Context: an optimization exercise on an open-source flow, tuned for small area, a short achievable clock period and few clock cycles per item. The choices shown serve that exercise and are no tape-out recipe. Function was checked by simulation only, so behaviour that the tests miss may differ from the original.

==> build 66 <==
==> flow/design.v <==
package ppf_pkg;
  localparam int ADC_BITS   = 12;
  localparam int PCT_W      = 15;
  localparam int CNT_W      = 8;
  localparam int ALPHA_W    = 16;
  localparam int CFG_W      = 16;
  localparam int STEP_W     = 4;
  localparam int MUL_DIGITS = ALPHA_W / 2;
  localparam logic [PCT_W-1:0]   FULL_PCT  = 15'd25600;
  localparam logic [ALPHA_W-1:0] ALPHA_ONE = 16'd32768;
  localparam logic [CNT_W-1:0]   COUNT_MAX = 8'hFF;
  localparam logic [STEP_W-1:0] DIV_LAST = STEP_W'(PCT_W - 1);
  localparam logic [STEP_W-1:0] MUL_LAST = STEP_W'(MUL_DIGITS - 1);
  typedef enum logic [2:0] {
    REG_ADC_LOW,
    REG_ADC_HIGH,
    REG_TOLERANCE,
    REG_DEBOUNCE,
    REG_FLOOR,
    REG_CEILING,
    REG_ALPHA,
    REG_RISE
  } reg_index_t;
  typedef enum logic [2:0] {
    ST_IDLE,
    ST_CHECK,
    ST_LOAD,
    ST_DIV,
    ST_EMA,
    ST_MUL,
    ST_ACC,
    ST_FIN
  } state_t;
  typedef struct packed {
    logic [ADC_BITS-1:0] sample_a;
    logic [ADC_BITS-1:0] sample_b;
  } sample_t;
  typedef struct packed {
    logic [PCT_W-1:0] demand_percent;
    logic [PCT_W-1:0] filtered_percent;
    logic [PCT_W-1:0] converted_percent;
    logic             plausible;
    logic             contradiction;
    logic             rate_clamped;
  } result_t;
endpackage
import ppf_pkg::*;
module pedal_plausibility_filter (
  input  logic                 clk,
  input  logic                 rst,
  input  logic                 sample_valid,
  output logic                 sample_ready,
  input  ppf_pkg::sample_t     sample,
  output logic                 result_valid,
  input  logic                 result_ready,
  output ppf_pkg::result_t     result,
  input  logic                 cfg_valid,
  output logic                 cfg_ready,
  input  ppf_pkg::reg_index_t  cfg_index,
  input  logic [ppf_pkg::CFG_W-1:0] cfg_data
);
  localparam int NS = 5;
  localparam logic [NS*4-1:0] STEPS = {4'd1, 4'd2, 4'd2, 4'd2, 4'd1};
  localparam int TW = 16;                   
  localparam int WW = ADC_BITS + TW;        
  localparam logic [1:0] K_PLAUS = 2'd0;    
  localparam logic [1:0] K_FAULT = 2'd1;    
  localparam logic [1:0] K_DIS   = 2'd2;    
  localparam logic [1:0] K_CONTR = 2'd3;    
  logic [ADC_BITS-1:0] cfg_low;
  logic [ADC_BITS-1:0] cfg_high;
  logic [ADC_BITS-1:0] cfg_tol;
  logic [CNT_W-1:0]    cfg_debounce;
  logic [ADC_BITS-1:0] cfg_floor;
  logic [ADC_BITS-1:0] cfg_ceil;
  logic [ALPHA_W-1:0]  cfg_alpha;
  logic [PCT_W-1:0]    cfg_rise;
  assign cfg_ready = !rst;
  always_ff @(posedge clk) begin
    if (rst) begin
      cfg_low      <= '0;
      cfg_high     <= 12'd4095;
      cfg_tol      <= 12'd100;
      cfg_debounce <= 8'd3;
      cfg_floor    <= '0;
      cfg_ceil     <= 12'd4095;
      cfg_alpha    <= 16'd8192;
      cfg_rise     <= 15'd512;
    end else if (cfg_valid) begin
      unique case (cfg_index)
        REG_ADC_LOW:   cfg_low      <= cfg_data[ADC_BITS-1:0];
        REG_ADC_HIGH:  cfg_high     <= cfg_data[ADC_BITS-1:0];
        REG_TOLERANCE: cfg_tol      <= cfg_data[ADC_BITS-1:0];
        REG_DEBOUNCE:  cfg_debounce <= cfg_data[CNT_W-1:0];
        REG_FLOOR:     cfg_floor    <= cfg_data[ADC_BITS-1:0];
        REG_CEILING:   cfg_ceil     <= cfg_data[ADC_BITS-1:0];
        REG_ALPHA:     cfg_alpha    <= cfg_data[ALPHA_W-1:0];
        REG_RISE:      cfg_rise     <= cfg_data[PCT_W-1:0];
      endcase
    end
  end
  logic [ADC_BITS-1:0] span, den;
  logic [ADC_BITS-1:0] den_r;
  logic [ADC_BITS+1:0] den3_r;
  assign span = cfg_high - cfg_low;
  assign den  = (span == '0) ? ADC_BITS'(1) : span;
  always_ff @(posedge clk) begin
    den_r  <= den;
    den3_r <= {2'b0, den} + {1'b0, den, 1'b0};
  end
  function automatic logic [WW-1:0] div_step(input logic [WW-1:0] w,
                                             input logic [ADC_BITS-1:0] d,
                                             input logic [ADC_BITS+1:0] d3);
    logic [ADC_BITS+1:0] t;
    logic [ADC_BITS+2:0] s1, s2, s3;
    t  = {w[WW-1:TW], w[TW-1:TW-2]};
    s1 = {1'b0, t} - {3'b0, d};
    s2 = {1'b0, t} - {2'b0, d, 1'b0};
    s3 = {1'b0, t} - {1'b0, d3};
    if (!s3[ADC_BITS+2])
      div_step = {s3[ADC_BITS-1:0], w[TW-3:0], 2'd3};
    else if (!s2[ADC_BITS+2])
      div_step = {s2[ADC_BITS-1:0], w[TW-3:0], 2'd2};
    else if (!s1[ADC_BITS+2])
      div_step = {s1[ADC_BITS-1:0], w[TW-3:0], 2'd1};
    else
      div_step = {t[ADC_BITS-1:0], w[TW-3:0], 2'd0};
  endfunction
  function automatic logic [WW-1:0] live_mask(input int k);
    live_mask = '1;
    for (int p = 0; p < TW; p++)
      if (p >= 2 * k && p <= 2 * k + 7) live_mask[p] = 1'b0;
  endfunction
  function automatic int steps_of(input int s);
    steps_of = int'(STEPS[s*4 +: 4]);
  endfunction
  function automatic int steps_before(input int s);
    steps_before = 0;
    for (int i = 0; i < s; i++) steps_before += steps_of(i);
  endfunction
  logic adv, take;
  assign adv          = !result_valid || result_ready;
  assign sample_ready = !rst && adv;
  assign take         = sample_valid && sample_ready;
  logic [ADC_BITS-1:0] sa, sb;
  logic [ADC_BITS:0]   sum_ab;
  logic [ADC_BITS-1:0] avg, diff, x_off, x_div;
  logic                disagree, range_fault, at_low, at_high, contra_now;
  logic [CNT_W-1:0]    disagree_count, count_inc;
  logic [1:0]          kind0;
  assign sa          = sample.sample_a;
  assign sb          = sample.sample_b;
  assign sum_ab      = {1'b0, sa} + {1'b0, sb};
  assign avg         = sum_ab[ADC_BITS:1];
  assign diff        = (sa >= sb) ? (sa - sb) : (sb - sa);
  assign disagree    = diff > cfg_tol;
  assign range_fault = (avg < cfg_floor) || (avg > cfg_ceil);
  assign at_low      = avg <= cfg_low;
  assign at_high     = avg >= cfg_high;
  assign count_inc   = (disagree_count == COUNT_MAX) ? disagree_count
                                                     : disagree_count + 1'b1;
  assign contra_now  = count_inc >= cfg_debounce;
  assign x_off       = avg - cfg_low;
  assign x_div       = at_low ? '0 : at_high ? den : x_off;
  assign kind0       = disagree    ? (contra_now ? K_CONTR : K_DIS)
                     : range_fault ? K_FAULT : K_PLAUS;
  always_ff @(posedge clk) begin
    if (rst) begin
      disagree_count <= '0;
    end else if (take) begin
      disagree_count <= disagree ? count_inc : '0;
    end
  end
  logic [ADC_BITS-1:0] x_1;
  logic [1:0]          kind_1;
  logic                v_1;
  always_ff @(posedge clk) begin
    if (rst) v_1 <= 1'b0;
    else if (adv) v_1 <= take;
  end
  always_ff @(posedge clk) begin
    if (adv) begin
      x_1    <= x_div;
      kind_1 <= kind0;
    end
  end
  logic [ADC_BITS+6:0]   x100;
  assign x100 = {1'b0, x_1, 6'b0} + {2'b0, x_1, 5'b0} + {5'b0, x_1, 2'b0};
  logic [NS-1:0][WW-1:0] w_in, w_out;
  logic [NS-1:0][1:0]    k_in;
  logic [NS-1:0]         v_in;
  assign w_in[0] = {1'b0, x100, 8'b0};
  assign k_in[0] = kind_1;
  assign v_in[0] = v_1;
  for (genvar s = 0; s < NS; s++) begin : g_div
    always_comb begin
      w_out[s] = w_in[s] & live_mask(steps_before(s));
      for (int i = 0; i < steps_of(s); i++)
        w_out[s] = div_step(w_out[s], den_r, den3_r);
    end
    if (s + 1 < NS) begin : g_reg
      always_ff @(posedge clk) begin
        if (rst) v_in[s+1] <= 1'b0;
        else if (adv) v_in[s+1] <= v_in[s];
      end
      always_ff @(posedge clk) begin
        if (adv) begin
          w_in[s+1] <= w_out[s];
          k_in[s+1] <= k_in[s];
        end
      end
    end
  end
  logic [PCT_W-1:0] pct_f;
  logic [1:0]       kind_f;
  logic             v_f;
  always_ff @(posedge clk) begin
    if (rst) v_f <= 1'b0;
    else if (adv) v_f <= v_in[NS-1];
  end
  always_ff @(posedge clk) begin
    if (adv) begin
      pct_f  <= w_out[NS-1][PCT_W-1:0];
      kind_f <= k_in[NS-1];
    end
  end
  localparam int MW = 2 * PCT_W;            
  localparam int ND = 8;                    
  logic [PCT_W-1:0] ema_value, conv_value, demand_value;
  logic             ema_seeded;
  logic [1:0]       kind_r;
  logic [PCT_W-1:0] gap;
  logic             rising, use_mul;
  logic [PCT_W:0]   a_ext;                  
  logic [ND-1:0][MW-1:0] rows;
  logic [MW-1:0]    negs, bias, msum;
  logic [PCT_W-1:0] ema_next;
  assign gap     = pct_f - ema_value;
  assign rising  = pct_f >= ema_value;
  assign use_mul = ema_seeded && rising && !cfg_alpha[ALPHA_W-1];
  assign a_ext   = {cfg_alpha[PCT_W-1:0], 1'b0};
  always_comb begin
    negs = '0;
    bias = '0;
    for (int j = 0; j < ND; j++) begin
      logic [2:0]       dg;
      logic             neg, one, two;
      logic [PCT_W:0]   mag, u;
      dg   = (j == ND - 1) ? {1'b0, a_ext[2*j+1 -: 2]} : a_ext[2*j+2 -: 3];
      neg  = dg[2] && !(dg[1] && dg[0]);
      one  = dg[1] ^ dg[0];
      two  = (dg == 3'b011) || (dg == 3'b100);
      mag  = one ? {1'b0, gap} : two ? {gap, 1'b0} : '0;
      u    = mag ^ {(PCT_W+1){neg}};
      rows[j] = MW'({!neg, u} << (2 * j));
      negs[2*j] = neg;
      bias = bias - (MW'(1) << (PCT_W + 1 + 2 * j));
    end
  end
  assign msum = rows[0] + rows[1] + rows[2] + rows[3] + rows[4] + rows[5]
              + rows[6] + rows[7] + (negs | {ema_value, {PCT_W{1'b0}}}) + bias;
  assign ema_next = use_mul ? msum[MW-1:PCT_W] : pct_f;
  always_ff @(posedge clk) begin
    if (rst) begin
      result_valid <= 1'b0;
      ema_value    <= '0;
      conv_value   <= '0;
      ema_seeded   <= 1'b0;
      kind_r       <= K_FAULT;
    end else if (adv) begin
      result_valid <= v_f;
      if (v_f) begin
        kind_r <= kind_f;
        if (kind_f == K_FAULT) begin
          ema_value  <= '0;
          conv_value <= '0;
          ema_seeded <= 1'b0;
        end else if (kind_f == K_PLAUS) begin
          ema_value  <= ema_next;
          conv_value <= pct_f;
          ema_seeded <= 1'b1;
        end
      end
    end
  end
  logic [PCT_W:0]   rise_top;
  logic             clamp;
  logic [PCT_W-1:0] demand_out;
  assign rise_top   = {1'b0, demand_value} + {1'b0, cfg_rise};
  assign clamp      = (kind_r == K_PLAUS) && ({1'b0, ema_value} > rise_top);
  assign demand_out = (kind_r == K_FAULT || kind_r == K_CONTR) ? '0
                    : (kind_r == K_DIS)                         ? demand_value
                    : clamp                                     ? rise_top[PCT_W-1:0]
                                                                : ema_value;
  always_ff @(posedge clk) begin
    if (rst) begin
      demand_value <= '0;
    end else if (result_valid && result_ready) begin
      demand_value <= demand_out;
    end
  end
  assign result.demand_percent    = demand_out;
  assign result.filtered_percent  = ema_value;
  assign result.converted_percent = conv_value;
  assign result.plausible         = (kind_r == K_PLAUS) || (kind_r == K_DIS);
  assign result.contradiction     = (kind_r == K_CONTR);
  assign result.rate_clamped      = clamp;
endmodule
==> flow/run.sh <==
#!/bin/bash
# synth_recipe.tcl (not shown) runs the flow's synth.tcl, then flattens the netlist and writes it again
# the make line also repeats each setting of config.mk as NAME=value (left out here)
make -C /OpenROAD-flow-scripts/flow DESIGN_CONFIG=/design/flow/config.mk WORK_HOME=/design/flow/orfs CLKGATE_MAP_FILE= SYNTH_SCRIPT=/design/flow/synth_recipe.tcl finish
==> flow/config.mk <==
export PLATFORM = sky130hd
export DESIGN_NAME = pedal_plausibility_filter
export DESIGN_NICKNAME = pedal_plausibility_filter
export VERILOG_FILES = /design/flow/design.v
export SDC_FILE = /design/flow/constraint.sdc
export NUM_CORES = 4
export LEC_CHECK = 0
export ABC_AREA = 1
export CAP_MARGIN = 20
export CORE_MARGIN = 2
export CORE_UTILIZATION = 40
export PLACE_DENSITY = 0.6
export SLEW_MARGIN = 20
==> flow/constraint.sdc <==
create_clock -name core_clock -period 7.0 [get_ports {clk}]
set_input_delay 1.4000 -clock core_clock [delete_from_list [all_inputs] [get_ports {clk}]]
set_output_delay 1.4000 -clock core_clock [all_outputs]
set_load 0.01 [all_outputs]
==> build 9 (differences from build 66) <==
--- a/flow/design.v
+++ b/flow/design.v
@@ -61,5 +61,5 @@
 );
-  localparam int NS = 5;
-  localparam logic [NS*4-1:0] STEPS = {4'd1, 4'd2, 4'd2, 4'd2, 4'd1};
-  localparam int TW = 16;                   
+  localparam int NS = 6;
+  localparam logic [NS*4-1:0] STEPS = {4'd2, 4'd3, 4'd3, 4'd3, 4'd3, 4'd1};
+  localparam int TW = PCT_W;                
   localparam int WW = ADC_BITS + TW;        
@@ -103,3 +103,2 @@
   logic [ADC_BITS-1:0] den_r;
-  logic [ADC_BITS+1:0] den3_r;
   assign span = cfg_high - cfg_low;
@@ -108,21 +107,13 @@
     den_r  <= den;
-    den3_r <= {2'b0, den} + {1'b0, den, 1'b0};
   end
   function automatic logic [WW-1:0] div_step(input logic [WW-1:0] w,
-                                             input logic [ADC_BITS-1:0] d,
-                                             input logic [ADC_BITS+1:0] d3);
-    logic [ADC_BITS+1:0] t;
-    logic [ADC_BITS+2:0] s1, s2, s3;
-    t  = {w[WW-1:TW], w[TW-1:TW-2]};
-    s1 = {1'b0, t} - {3'b0, d};
-    s2 = {1'b0, t} - {2'b0, d, 1'b0};
-    s3 = {1'b0, t} - {1'b0, d3};
-    if (!s3[ADC_BITS+2])
-      div_step = {s3[ADC_BITS-1:0], w[TW-3:0], 2'd3};
-    else if (!s2[ADC_BITS+2])
-      div_step = {s2[ADC_BITS-1:0], w[TW-3:0], 2'd2};
-    else if (!s1[ADC_BITS+2])
-      div_step = {s1[ADC_BITS-1:0], w[TW-3:0], 2'd1};
+                                             input logic [ADC_BITS-1:0] d);
+    logic [ADC_BITS:0]   t;
+    logic [ADC_BITS+1:0] s1;
+    t  = {w[WW-1:TW], w[TW-1]};
+    s1 = {1'b0, t} - {2'b0, d};
+    if (!s1[ADC_BITS+1])
+      div_step = {s1[ADC_BITS-1:0], w[TW-2:0], 1'b1};
     else
-      div_step = {t[ADC_BITS-1:0], w[TW-3:0], 2'd0};
+      div_step = {t[ADC_BITS-1:0], w[TW-2:0], 1'b0};
   endfunction
@@ -131,3 +122,3 @@
     for (int p = 0; p < TW; p++)
-      if (p >= 2 * k && p <= 2 * k + 7) live_mask[p] = 1'b0;
+      if (p >= k && p <= k + 7) live_mask[p] = 1'b0;
   endfunction
@@ -191,3 +182,3 @@
   logic [NS-1:0]         v_in;
-  assign w_in[0] = {1'b0, x100, 8'b0};
+  assign w_in[0] = {x100, 8'b0};
   assign k_in[0] = kind_1;
@@ -198,3 +189,3 @@
       for (int i = 0; i < steps_of(s); i++)
-        w_out[s] = div_step(w_out[s], den_r, den3_r);
+        w_out[s] = div_step(w_out[s], den_r);
     end
@@ -231,28 +222,37 @@
   logic [1:0]       kind_r;
-  logic [PCT_W-1:0] gap;
   logic             rising, use_mul;
-  logic [PCT_W:0]   a_ext;                  
+  logic [ND-1:0]    negs;
   logic [ND-1:0][MW-1:0] rows;
-  logic [MW-1:0]    negs, bias, msum;
+  logic [MW-1:0]    msum;
   logic [PCT_W-1:0] ema_next;
-  assign gap     = pct_f - ema_value;
+  logic [PCT_W+1:0] a3_r;                   
   assign rising  = pct_f >= ema_value;
   assign use_mul = ema_seeded && rising && !cfg_alpha[ALPHA_W-1];
-  assign a_ext   = {cfg_alpha[PCT_W-1:0], 1'b0};
+  always_ff @(posedge clk) a3_r <= {2'b0, cfg_alpha[PCT_W-1:0]} + {1'b0, cfg_alpha[PCT_W-1:0], 1'b0};
   always_comb begin
-    negs = '0;
-    bias = '0;
     for (int j = 0; j < ND; j++) begin
-      logic [2:0]       dg;
-      logic             neg, one, two;
-      logic [PCT_W:0]   mag, u;
-      dg   = (j == ND - 1) ? {1'b0, a_ext[2*j+1 -: 2]} : a_ext[2*j+2 -: 3];
-      neg  = dg[2] && !(dg[1] && dg[0]);
-      one  = dg[1] ^ dg[0];
-      two  = (dg == 3'b011) || (dg == 3'b100);
-      mag  = one ? {1'b0, gap} : two ? {gap, 1'b0} : '0;
-      u    = mag ^ {(PCT_W+1){neg}};
-      rows[j] = MW'({!neg, u} << (2 * j));
-      negs[2*j] = neg;
-      bias = bias - (MW'(1) << (PCT_W + 1 + 2 * j));
+      logic [3:0]     pe;
+      logic [2:0]     mag;                  
+      logic [PCT_W+2:0] m, u;
+      pe = (j == ND - 1) ? {1'b0, pct_f[2*j], 1'b0, ema_value[2*j]}
+                         : {pct_f[2*j+1 -: 2], ema_value[2*j+1 -: 2]};
+      unique case (pe)
+        4'b0100, 4'b1001, 4'b1110: {negs[j], mag} = {1'b0, 3'b001};
+        4'b0001, 4'b0110, 4'b1011: {negs[j], mag} = {1'b1, 3'b001};
+        4'b1000, 4'b1101:          {negs[j], mag} = {1'b0, 3'b010};
+        4'b0010, 4'b0111:          {negs[j], mag} = {1'b1, 3'b010};
+        4'b1100:                   {negs[j], mag} = {1'b0, 3'b100};
+        4'b0011:                   {negs[j], mag} = {1'b1, 3'b100};
+        default:                   {negs[j], mag} = {1'b0, 3'b000};
+      endcase
+      m = ({(PCT_W+3){mag[0]}} & {3'b0, cfg_alpha[PCT_W-1:0]})
+        | ({(PCT_W+3){mag[1]}} & {2'b0, cfg_alpha[PCT_W-1:0], 1'b0})
+        | ({(PCT_W+3){mag[2]}} & {1'b0, a3_r});
+      u = m ^ {(PCT_W+3){negs[j]}};
+      if (j == 0)
+        rows[j] = MW'({!negs[j], negs[j], negs[j], u[PCT_W+1:0]});
+      else if (j <= 5)
+        rows[j] = MW'({1'b1, !negs[j], u[PCT_W+1:0], 1'b0, negs[j-1]} << (2 * j - 2));
+      else
+        rows[j] = MW'({!negs[j], u[PCT_W+1:0], 1'b0, negs[j-1]} << (2 * j - 2));
     end
@@ -260,3 +260,3 @@
   assign msum = rows[0] + rows[1] + rows[2] + rows[3] + rows[4] + rows[5]
-              + rows[6] + rows[7] + (negs | {ema_value, {PCT_W{1'b0}}}) + bias;
+              + rows[6] + rows[7] + {ema_value, {(PCT_W-1){1'b0}}, negs[ND-1]};
   assign ema_next = use_mul ? msum[MW-1:PCT_W] : pct_f;
@@ -288,3 +288,5 @@
   logic [PCT_W-1:0] demand_out;
-  assign rise_top   = {1'b0, demand_value} + {1'b0, cfg_rise};
+  logic [PCT_W-1:0] rise_base;
+  assign rise_base = (result_valid && result_ready) ? demand_out : demand_value;
+  always_ff @(posedge clk) rise_top <= {1'b0, rise_base} + {1'b0, cfg_rise};
   assign clamp      = (kind_r == K_PLAUS) && ({1'b0, ema_value} > rise_top);
--- a/flow/config.mk
+++ b/flow/config.mk
@@ -10,4 +10,6 @@
 export CORE_MARGIN = 2
-export CORE_UTILIZATION = 40
-export PLACE_DENSITY = 0.6
+export CORE_UTILIZATION = 50
+export CTS_BUF_LIST = sky130_fd_sc_hd__clkbuf_8
+export PLACE_DENSITY = 0.65
+export SETUP_SLACK_MARGIN = 1.0
 export SLEW_MARGIN = 20
==> build 98 (differences from build 66) <==
--- a/flow/design.v
+++ b/flow/design.v
@@ -61,5 +61,5 @@
 );
-  localparam int NS = 5;
-  localparam logic [NS*4-1:0] STEPS = {4'd1, 4'd2, 4'd2, 4'd2, 4'd1};
-  localparam int TW = 16;                   
+  localparam int NS = 6;
+  localparam logic [NS*4-1:0] STEPS = {4'd2, 4'd3, 4'd3, 4'd3, 4'd3, 4'd1};
+  localparam int TW = PCT_W;                
   localparam int WW = ADC_BITS + TW;        
@@ -103,3 +103,2 @@
   logic [ADC_BITS-1:0] den_r;
-  logic [ADC_BITS+1:0] den3_r;
   assign span = cfg_high - cfg_low;
@@ -108,21 +107,13 @@
     den_r  <= den;
-    den3_r <= {2'b0, den} + {1'b0, den, 1'b0};
   end
   function automatic logic [WW-1:0] div_step(input logic [WW-1:0] w,
-                                             input logic [ADC_BITS-1:0] d,
-                                             input logic [ADC_BITS+1:0] d3);
-    logic [ADC_BITS+1:0] t;
-    logic [ADC_BITS+2:0] s1, s2, s3;
-    t  = {w[WW-1:TW], w[TW-1:TW-2]};
-    s1 = {1'b0, t} - {3'b0, d};
-    s2 = {1'b0, t} - {2'b0, d, 1'b0};
-    s3 = {1'b0, t} - {1'b0, d3};
-    if (!s3[ADC_BITS+2])
-      div_step = {s3[ADC_BITS-1:0], w[TW-3:0], 2'd3};
-    else if (!s2[ADC_BITS+2])
-      div_step = {s2[ADC_BITS-1:0], w[TW-3:0], 2'd2};
-    else if (!s1[ADC_BITS+2])
-      div_step = {s1[ADC_BITS-1:0], w[TW-3:0], 2'd1};
+                                             input logic [ADC_BITS-1:0] d);
+    logic [ADC_BITS:0]   t;
+    logic [ADC_BITS+1:0] s1;
+    t  = {w[WW-1:TW], w[TW-1]};
+    s1 = {1'b0, t} - {2'b0, d};
+    if (!s1[ADC_BITS+1])
+      div_step = {s1[ADC_BITS-1:0], w[TW-2:0], 1'b1};
     else
-      div_step = {t[ADC_BITS-1:0], w[TW-3:0], 2'd0};
+      div_step = {t[ADC_BITS-1:0], w[TW-2:0], 1'b0};
   endfunction
@@ -131,3 +122,3 @@
     for (int p = 0; p < TW; p++)
-      if (p >= 2 * k && p <= 2 * k + 7) live_mask[p] = 1'b0;
+      if (p >= k && p <= k + 7) live_mask[p] = 1'b0;
   endfunction
@@ -191,3 +182,3 @@
   logic [NS-1:0]         v_in;
-  assign w_in[0] = {1'b0, x100, 8'b0};
+  assign w_in[0] = {x100, 8'b0};
   assign k_in[0] = kind_1;
@@ -198,3 +189,3 @@
       for (int i = 0; i < steps_of(s); i++)
-        w_out[s] = div_step(w_out[s], den_r, den3_r);
+        w_out[s] = div_step(w_out[s], den_r);
     end
@@ -234,4 +225,5 @@
   logic [PCT_W:0]   a_ext;                  
+  logic [ND-1:0]    negs;
   logic [ND-1:0][MW-1:0] rows;
-  logic [MW-1:0]    negs, bias, msum;
+  logic [MW-1:0]    msum;
   logic [PCT_W-1:0] ema_next;
@@ -242,17 +234,18 @@
   always_comb begin
-    negs = '0;
-    bias = '0;
     for (int j = 0; j < ND; j++) begin
-      logic [2:0]       dg;
-      logic             neg, one, two;
-      logic [PCT_W:0]   mag, u;
-      dg   = (j == ND - 1) ? {1'b0, a_ext[2*j+1 -: 2]} : a_ext[2*j+2 -: 3];
-      neg  = dg[2] && !(dg[1] && dg[0]);
-      one  = dg[1] ^ dg[0];
-      two  = (dg == 3'b011) || (dg == 3'b100);
-      mag  = one ? {1'b0, gap} : two ? {gap, 1'b0} : '0;
-      u    = mag ^ {(PCT_W+1){neg}};
-      rows[j] = MW'({!neg, u} << (2 * j));
-      negs[2*j] = neg;
-      bias = bias - (MW'(1) << (PCT_W + 1 + 2 * j));
+      logic [2:0]     dg;
+      logic           one, two;
+      logic [PCT_W:0] mag, u;
+      dg      = (j == ND - 1) ? {1'b0, a_ext[2*j+1 -: 2]} : a_ext[2*j+2 -: 3];
+      negs[j] = dg[2] && !(dg[1] && dg[0]);
+      one     = dg[1] ^ dg[0];
+      two     = (dg == 3'b011) || (dg == 3'b100);
+      mag     = one ? {1'b0, gap} : two ? {gap, 1'b0} : '0;
+      u       = mag ^ {(PCT_W+1){negs[j]}};
+      if (j == 0)
+        rows[j] = MW'({!negs[j], negs[j], negs[j], u});
+      else if (j < ND - 1)
+        rows[j] = MW'({1'b1, !negs[j], u, 1'b0, negs[j-1]} << (2 * j - 2));
+      else
+        rows[j] = MW'({u, 1'b0, negs[j-1]} << (2 * j - 2));
     end
@@ -260,3 +253,3 @@
   assign msum = rows[0] + rows[1] + rows[2] + rows[3] + rows[4] + rows[5]
-              + rows[6] + rows[7] + (negs | {ema_value, {PCT_W{1'b0}}}) + bias;
+              + rows[6] + rows[7] + {ema_value, {PCT_W{1'b0}}};
   assign ema_next = use_mul ? msum[MW-1:PCT_W] : pct_f;
--- a/flow/config.mk
+++ b/flow/config.mk
@@ -10,4 +10,5 @@
 export CORE_MARGIN = 2
-export CORE_UTILIZATION = 40
-export PLACE_DENSITY = 0.6
+export CORE_UTILIZATION = 60
+export PLACE_DENSITY = 0.7
+export SETUP_SLACK_MARGIN = 1.6
 export SLEW_MARGIN = 20
==> notes.md <==
Run status: build 9 complete, no violations; build 98 complete, no violations; build 66 complete, no violations
Floorplan die area: build 9 70930 um^2; build 98 58350 um^2; build 66 101100 um^2
Logic depth of the worst register-to-register path: build 9 27; build 98 33; build 66 32
Clk slew on worst S/H paths: build 9 0.07 ns; build 98 0.06 ns; build 66 0.08 ns
Buffers excl. clock: build 9 192; build 98 313; build 66 198
Sinks on the clock net: build 9 349; build 98 316; build 66 306
Crit share post-route: build 9 0.8238; build 98 0.8998; build 66 0.9522
Share of the synthesized area in the top cell type: build 9 0.1538; build 98 0.1556; build 66 0.1791
Most frequent cell on the critical path: build 9 sky130_fd_sc_hd__nand2_1; build 98 sky130_fd_sc_hd__nand2_1; build 66 sky130_fd_sc_hd__inv_1
Cell total after placement: build 9 5475; build 98 5359; build 66 6955
Clock buffers and inverters, area share: build 9 0.03372; build 98 0.03287; build 66 0.03176
Detailed-route wire length on metal 1: build 9 44660 um; build 98 44960 um; build 66 59990 um
TritonCTS buffer count: build 9 66; build 98 38; build 66 40
Post-cts gate resize count: build 9 39; build 98 278; build 66 0
Met2 global-route usage: build 9 0.4533; build 98 0.5919; build 66 0.4208
Count of state elements after synthesis: build 9 349; build 98 316; build 66 306
Violation count after the first detailed-routing iteration: build 9 2594; build 98 2766; build 66 3392
Logic inverters: build 9 648; build 98 652; build 66 827
Testbench counts of build 66, summed over its fixed seeds: cycles 1,656, items 1,600.
Testbench counts of build 9, summed over its fixed seeds: cycles 1,664, items 1,600.
Testbench counts of build 98, summed over its fixed seeds: cycles 1,664, items 1,600.

## separate check: timing with driven ports
In the flow no input, the clock included, has a driving cell. The finished layouts below were timed again as built, in two steps. Step 1 assumes that a clkbuf_16 drives the clock port and a buf_2 every other input. Step 2 moves the port delays by t, midway between the first and last clock arrival at a register: inputs arrive t later, outputs are due t later. That takes back most of the time a late clock gives input paths. a / b / c = ideal ports / drivers / drivers and shift; a / b = the first two.
| run | t, ns | setup slack, ns | hold WS [ns] | slew at the worst register clock pin (ns) | cell pins on the clock port's net |
|---|---|---|---|---|---|
| build 66 | 0.653 | 0.334 / 0.334 / 0.334 | 0.382 / 0.382 / 0.382 | 0.08 / 0.08 | 1 |
| build 9 | 0.713 | 1.233 / 1.233 / 0.855 | 0.399 / 0.399 / 0.399 | 0.07 / 0.07 | 1 |
| build 98 | 0.645 | 0.701 / 0.701 / 0.701 | 0.407 / 0.407 / 0.407 | 0.07 / 0.07 | 1 |
After both steps every run listed still meets setup and hold. For build 9, which loses most, drivers alone change the setup slack by 0.000 ns; drivers and shift together by -0.378 ns.
